Context: an optimization exercise on an open-source flow, tuned for small area, a short achievable clock period and few clock cycles per item. The choices shown serve that exercise and are no tape-out recipe.
At most, simulation tests tie the RTL to the original design; equivalence was not proved.

==> job 6511 <==
// affine_stream_top
module affine_stream_top (
  input  logic                                aclk,
  input  logic                                aresetn,
  input  logic [4*16-1:0]   s_tdata,
  input  logic                                s_tvalid,
  output logic                                s_tready,
  input  logic                                s_tlast,
  output logic [3*16-1:0]    m_tdata,
  output logic                                m_tvalid,
  input  logic                                m_tready,
  output logic                                m_tlast
);
==> module frame_loader, before the edit <==
module frame_loader (
  input  logic                                   aclk,
  input  logic                                   aresetn,
  input  logic [4*16-1:0]      s_tdata,
  input  logic                                   s_tlast,
  input  logic                                   accept,      
  output logic                                   vec_take,    
  output logic [3*4*16-1:0] coef    
);
  logic       streaming;   
  logic [1:0] row;         
  always_ff @(posedge aclk or negedge aresetn) begin
    if (!aresetn) begin
      streaming <= 1'b0;
      row       <= 2'd0;
    end else if (accept) begin
      if (!streaming) begin
        if (row == 2'(3 - 1)) begin
          streaming <= 1'b1;
          row       <= 2'd0;
        end else begin
          row <= row + 2'd1;
        end
      end else if (s_tlast) begin
        streaming <= 1'b0;
      end
    end
  end
  logic [3*4*16-1:0] coef_n;
  always_ff @(posedge aclk) begin
    for (int r = 0; r < 3; r++) begin
      if (accept && !streaming && row == 2'(r)) begin
        coef_n[r*4*16 +: 4*16] <= ~s_tdata;
      end
    end
  end
  assign coef = ~coef_n;
  assign vec_take = accept & streaming;
endmodule
==> module affine_stream_top, before the edit <==
module affine_stream_top (
  input  logic                                aclk,
  input  logic                                aresetn,
  input  logic [4*16-1:0]   s_tdata,
  input  logic                                s_tvalid,
  output logic                                s_tready,
  input  logic                                s_tlast,
  output logic [3*16-1:0]    m_tdata,
  output logic                                m_tvalid,
  input  logic                                m_tready,
  output logic                                m_tlast
);
  localparam int LW = 16;
  localparam int BW = 4 * 16;
  logic            advance;    
  logic            accept;
  logic            vec_take;
  logic [3*BW-1:0] coef;
  assign advance  = ~m_tvalid | m_tready;
  assign s_tready = advance;
  assign accept   = s_tvalid & advance;
  frame_loader u_loader (
    .aclk     (aclk),
    .aresetn  (aresetn),
    .s_tdata  (s_tdata),
    .s_tlast  (s_tlast),
    .accept   (accept),
    .vec_take (vec_take),
    .coef     (coef)
  );
  logic [63:0] bv;
  logic [95:0] bdig;
  always_comb begin
    for (int c = 0; c < 4; c++) begin
      for (int k = 0; k < 8; k++) begin
        logic b2, b1, b0;
        b2 = bv[c*16 + 2*k + 1];
        b1 = bv[c*16 + 2*k];
        if (k == 0) b0 = 1'b0;
        else        b0 = bv[c*16 + 2*k - 1];
        bdig[c*8+k]      = b1 ^ b0;                                  
        bdig[32+c*8+k]   = (b2 & ~b1 & ~b0) | (~b2 & b1 & b0);       
        bdig[64+c*8+k]   = b2;                                       
      end
    end
  end
  logic v1_valid, v1_last;
  logic v2_valid, v2_last;
  always_ff @(posedge aclk or negedge aresetn) begin
    if (!aresetn) begin
      v1_valid <= 1'b0;
      v1_last <= 1'b0;
      v2_valid <= 1'b0;
      v2_last <= 1'b0;
      m_tvalid <= 1'b0;
      m_tlast <= 1'b0;
    end else if (advance) begin
      v1_valid <= vec_take;
      v1_last <= vec_take & s_tlast;
      v2_valid <= v1_valid;
      v2_last <= v1_last;
      m_tvalid <= v2_valid;
      m_tlast <= v2_last;
    end
  end
  logic [95:0] dig;
  assign bv = s_tdata;
  always_ff @(posedge aclk) begin
    if (advance) dig <= bdig;
  end
  genvar r;
  generate
    for (r = 0; r < 3; r++) begin : g_row
      logic [LW-1:0] s_d, c_d;
      affine_row u_row (
        .aclk (aclk),
        .en   (advance),
        .one  (dig[31:0]),
        .two  (dig[63:32]),
        .neg  (dig[95:64]),
        .cf   (coef[r*BW +: BW]),
        .s    (s_d),
        .c    (c_d)
      );
      always_ff @(posedge aclk) begin
        if (advance) m_tdata[r*LW +: LW] <= s_d + c_d;
      end
    end
  endgenerate
endmodule
Settings: LEC_CHECK=0, ABC_AREA=1, CAP_MARGIN=20, CORE_MARGIN=2, CORE_UTILIZATION=50, SETUP_SLACK_MARGIN=2.5, SLEW_MARGIN=20; clock period 6.3 ns.
standard.sh (not shown) runs the stock make flow with config.mk's settings and CLKGATE_MAP_FILE= SYNTH_SCRIPT=/design/flow/synth_recipe.tcl, a recipe that flattens the netlist after the stock synthesis.
==> flow/flow/run.sh <==
#!/bin/bash
# The standard layout, with one change to synthesis: Yosys's synth skips its
# quick ABC pass (-noabc) before full adders are extracted, so the
# carry-save trees map onto full-adder cells without inverters between
# them. Everything else, the final ABC mapping included, is the standard flow's own.
set -euo pipefail
W=$(pwd)
sed '1s/-noshare /-noshare -noabc /' synth_recipe.tcl > synth_noabc.tcl
grep -q -- '-nofsm -noshare -noabc' synth_noabc.tcl
sed "s#${W}/synth_recipe.tcl#${W}/synth_noabc.tcl#g" standard.sh > standard_noabc.sh
grep -q synth_noabc.tcl standard_noabc.sh
bash standard_noabc.sh > make_flow.log 2>&1
==> inputs of job 3570, as changes to job 6511 <==
--- a/flow/design.v
+++ b/flow/design.v
@@ -29,3 +29,2 @@
   end
-  logic [3*4*16-1:0] coef_n;
   always_ff @(posedge aclk) begin
@@ -33,3 +32,3 @@
       if (accept && !streaming && row == 2'(r)) begin
-        coef_n[r*4*16 +: 4*16] <= ~s_tdata;
+        coef[r*4*16 +: 4*16] <= s_tdata;
       end
@@ -37,3 +36,2 @@
   end
-  assign coef = ~coef_n;
   assign vec_take = accept & streaming;
@@ -968,7 +966,9 @@
   end
-  logic [95:0] dig;
-  assign bv = s_tdata;
+  logic [BW-1:0] v1;
   always_ff @(posedge aclk) begin
-    if (advance) dig <= bdig;
+    if (advance) v1 <= s_tdata;
   end
+  logic [95:0] dig;
+  assign bv  = v1;
+  assign dig = bdig;
   genvar r;
==> flow/run.sh (new file) <==
#!/bin/bash
# synth_recipe.tcl (not shown) runs the flow's synth.tcl, then flattens the netlist and writes it again
# the make line also repeats each setting of config.mk as NAME=value (left out here)
make -C /OpenROAD-flow-scripts/flow DESIGN_CONFIG=/design/flow/config.mk WORK_HOME=/design/flow/orfs CLKGATE_MAP_FILE= SYNTH_SCRIPT=/design/flow/synth_recipe.tcl finish
--- a/flow/config.mk
+++ b/flow/config.mk
@@ -10,4 +10,3 @@
 export CORE_MARGIN = 2
-export CORE_UTILIZATION = 50
-export SETUP_SLACK_MARGIN = 2.5
+export CORE_UTILIZATION = 40
 export SLEW_MARGIN = 20
removed: flow/flow/run.sh
removed: flow/standard.sh
==> inputs of job 1075, as changes to job 6511 <==
==> flow/flow/run.sh (replaced) <==
#!/bin/bash
# The standard layout, with one change to synthesis: Yosys's synth skips
# its quick ABC pass (-noabc) that comes before full adders are extracted, so
# the carry-save trees map onto full-adder cells without inverters between
# them. The final ABC mapping and every later step are the standard flow's own.
# The registers keep the standard synthesis's names and cell types: that
# synthesis runs first, and flow/regnames.py copies its register names over
# (they differ only in Yosys's enable-polarity suffix). If the registers do
# not match, the flow falls back to the standard layout.
set -euo pipefail
W=$(pwd)
R=$W/orfs/results/$FLOW_PLATFORM/affine_stream_top/base

# the standard synthesis, the reference for register names and cell types
bash standard.sh synth > std_synth.log 2>&1
cp "$R/1_2_yosys.v" std_1_2_yosys.v
rm -rf orfs

# this flow's synthesis
sed '1s/-noshare /-noshare -noabc /' synth_recipe.tcl > synth_noabc.tcl
grep -q -- '-nofsm -noshare -noabc' synth_noabc.tcl
sed "s#${W}/synth_recipe.tcl#${W}/synth_noabc.tcl#g" standard.sh > standard_noabc.sh
grep -q synth_noabc.tcl standard_noabc.sh
bash standard_noabc.sh "$R/1_2_yosys.v" > noabc_synth.log 2>&1

if python3 flow/regnames.py std_1_2_yosys.v "$R/1_2_yosys.v" > regnames.log 2>&1; then
  bash standard_noabc.sh > make_flow.log 2>&1
else
  rm -rf orfs
  bash standard.sh > make_flow.log 2>&1
fi
==> flow/flow/regnames.py (new file) <==
#!/usr/bin/env python3
"""regnames.py STD_NETLIST OWN_NETLIST

Give the registers of OWN_NETLIST (this flow's synthesis) the names the
standard synthesis (STD_NETLIST) gave them. Yosys names a register after its
RTL name plus a suffix for its enable and reset polarity, which depends on
how the logic in front of it was optimised; the RTL name part is the same.
Fails, changing nothing, unless both netlists hold the same registers by RTL
name, in the same cell types."""
import re, sys

FLOP = re.compile(r'^(\s*)(sky130_fd_sc_hd__(?:e?dfx|dfr|dfs|dfb|sdf|edf|dl)\w*)\s+(\\\S+|\S+)\s+\(', re.M)
SUFFIX = re.compile(r'^(.*)\$_[A-Z0-9_]+_$')

def regs(text):
    out = {}
    for m in FLOP.finditer(text):
        typ, name = m.group(2), m.group(3)
        raw = name[1:] if name.startswith('\\') else name
        s = SUFFIX.match(raw)
        base = s.group(1) if s else raw
        if base in out:
            sys.exit(f"two registers named {base}")
        out[base] = (typ, name)
    return out

std_t = open(sys.argv[1]).read()
own_t = open(sys.argv[2]).read()
std, own = regs(std_t), regs(own_t)
if set(std) != set(own):
    sys.exit(f"register sets differ: {len(std)} vs {len(own)}, "
             f"e.g. {sorted(set(std) ^ set(own))[:5]}")
bad = [b for b in std if std[b][0] != own[b][0]]
if bad:
    sys.exit(f"cell types differ for {len(bad)} registers, e.g. {bad[:5]}")
ren = {own[b][1]: std[b][1] for b in std if own[b][1] != std[b][1]}

def sub(m):
    name = m.group(3)
    return f"{m.group(1)}{m.group(2)} {ren.get(name, name)} ("
new_t = FLOP.sub(sub, own_t)
if ren:
    # a renamed register's old name must not survive anywhere else
    for old in ren:
        if re.search(re.escape(old) + r'(\s|$)', new_t):
            sys.exit(f"{old} still appears after renaming")
open(sys.argv[2], 'w').write(new_t)
print(f"{len(std)} registers, {len(ren)} renamed")
--- a/flow/config.mk
+++ b/flow/config.mk
@@ -7,3 +7,2 @@
 export LEC_CHECK = 0
-export ABC_AREA = 1
 export CAP_MARGIN = 20
==> summary.txt <==
quantity                                                                      job 6511                  job 1075                  job 3570
Register area                                                                18600 um2                 18600 um2                 17700 um2
Endpoint of the worst-slack reg-to-reg timing path            g_row[1].u_row.mid_q[94]               m_tdata[28]  g_row[1].u_row.mid_q[76]
Most repeated cell in the gate-level netlist after synthesis   sky130_fd_sc_hd__xor2_1  sky130_fd_sc_hd__o22ai_1    sky130_fd_sc_hd__inv_1
DR WL/cell                                                                     32.6 um                   35.0 um                   28.8 um
Status                                                         complete, no violations   complete, no violations   complete, no violations
CP arrival                                                                     4.27 ns                   4.35 ns                   5.56 ns
Hold Path Stages                                                                     2                         1                         2
Fillcell total                                                                    9107                      8638                     13300
FFs w/ async S/R, synth                                                          1.45%                     1.45%                     1.53%
Seq cells post-synth                                                               622                       622                       590
Share of the synthesized area in the top cell type                               34.1%                     35.4%                     31.3%
Final-layout clock buffer total                                                     88                        83                        93
Part of the cycle the worst path needs                                           61.0%                     62.7%                     80.8%
Number of instances in the synthesized netlist                                    4820                      4122                      5697
Multiplexer area fraction after synthesis                                           0%                   0.0649%                   0.0538%
Testbench counts of job 6511, summed over its fixed seeds: cycles 3,993, items 3,393.
Testbench counts of job 1075, summed over its fixed seeds: cycles 3,993, items 3,393.
Function not checked in job 3570: the RTL went through the layout flow alone.

-- re-timing with driven ports --
How much do the figures lean on ideal ports? The routed layouts below were timed once more, with nothing changed but the port constraints. Step 1 (the two cells are an assumption about what drives the block):
set clk [get_ports {aclk}]
set_driving_cell -lib_cell sky130_fd_sc_hd__clkbuf_16 $clk
set_driving_cell -lib_cell sky130_fd_sc_hd__buf_2 [delete_from_list [all_inputs] $clk]
Step 2 times the ports against the registers' clock, not the clock port: input delays grow and output delays shrink by t, the midpoint of the rising clock arrivals with the driver on. a / b / c = no drivers / after step 1 / after step 2; a / b = the first two.
run	shift t [ns]	setup slack, ns	worst setup path after step 2	latest minus earliest clock arrival (ns)	cell pins on the clock port's net
job 6511	0.752	2.457 / 2.457 / 2.062	input to register	0.056 / 0.055	1
job 3570	0.778	1.207 / 1.207 / 1.207	register to register	0.058 / 0.058	1
job 1075	0.720	2.353 / 2.353 / 2.255	input to register	0.030 / 0.030	1
After both steps every run listed still meets setup and hold. For job 6511, which loses most, drivers alone change the setup slack by 0.000 ns; drivers and shift together by -0.395 ns.
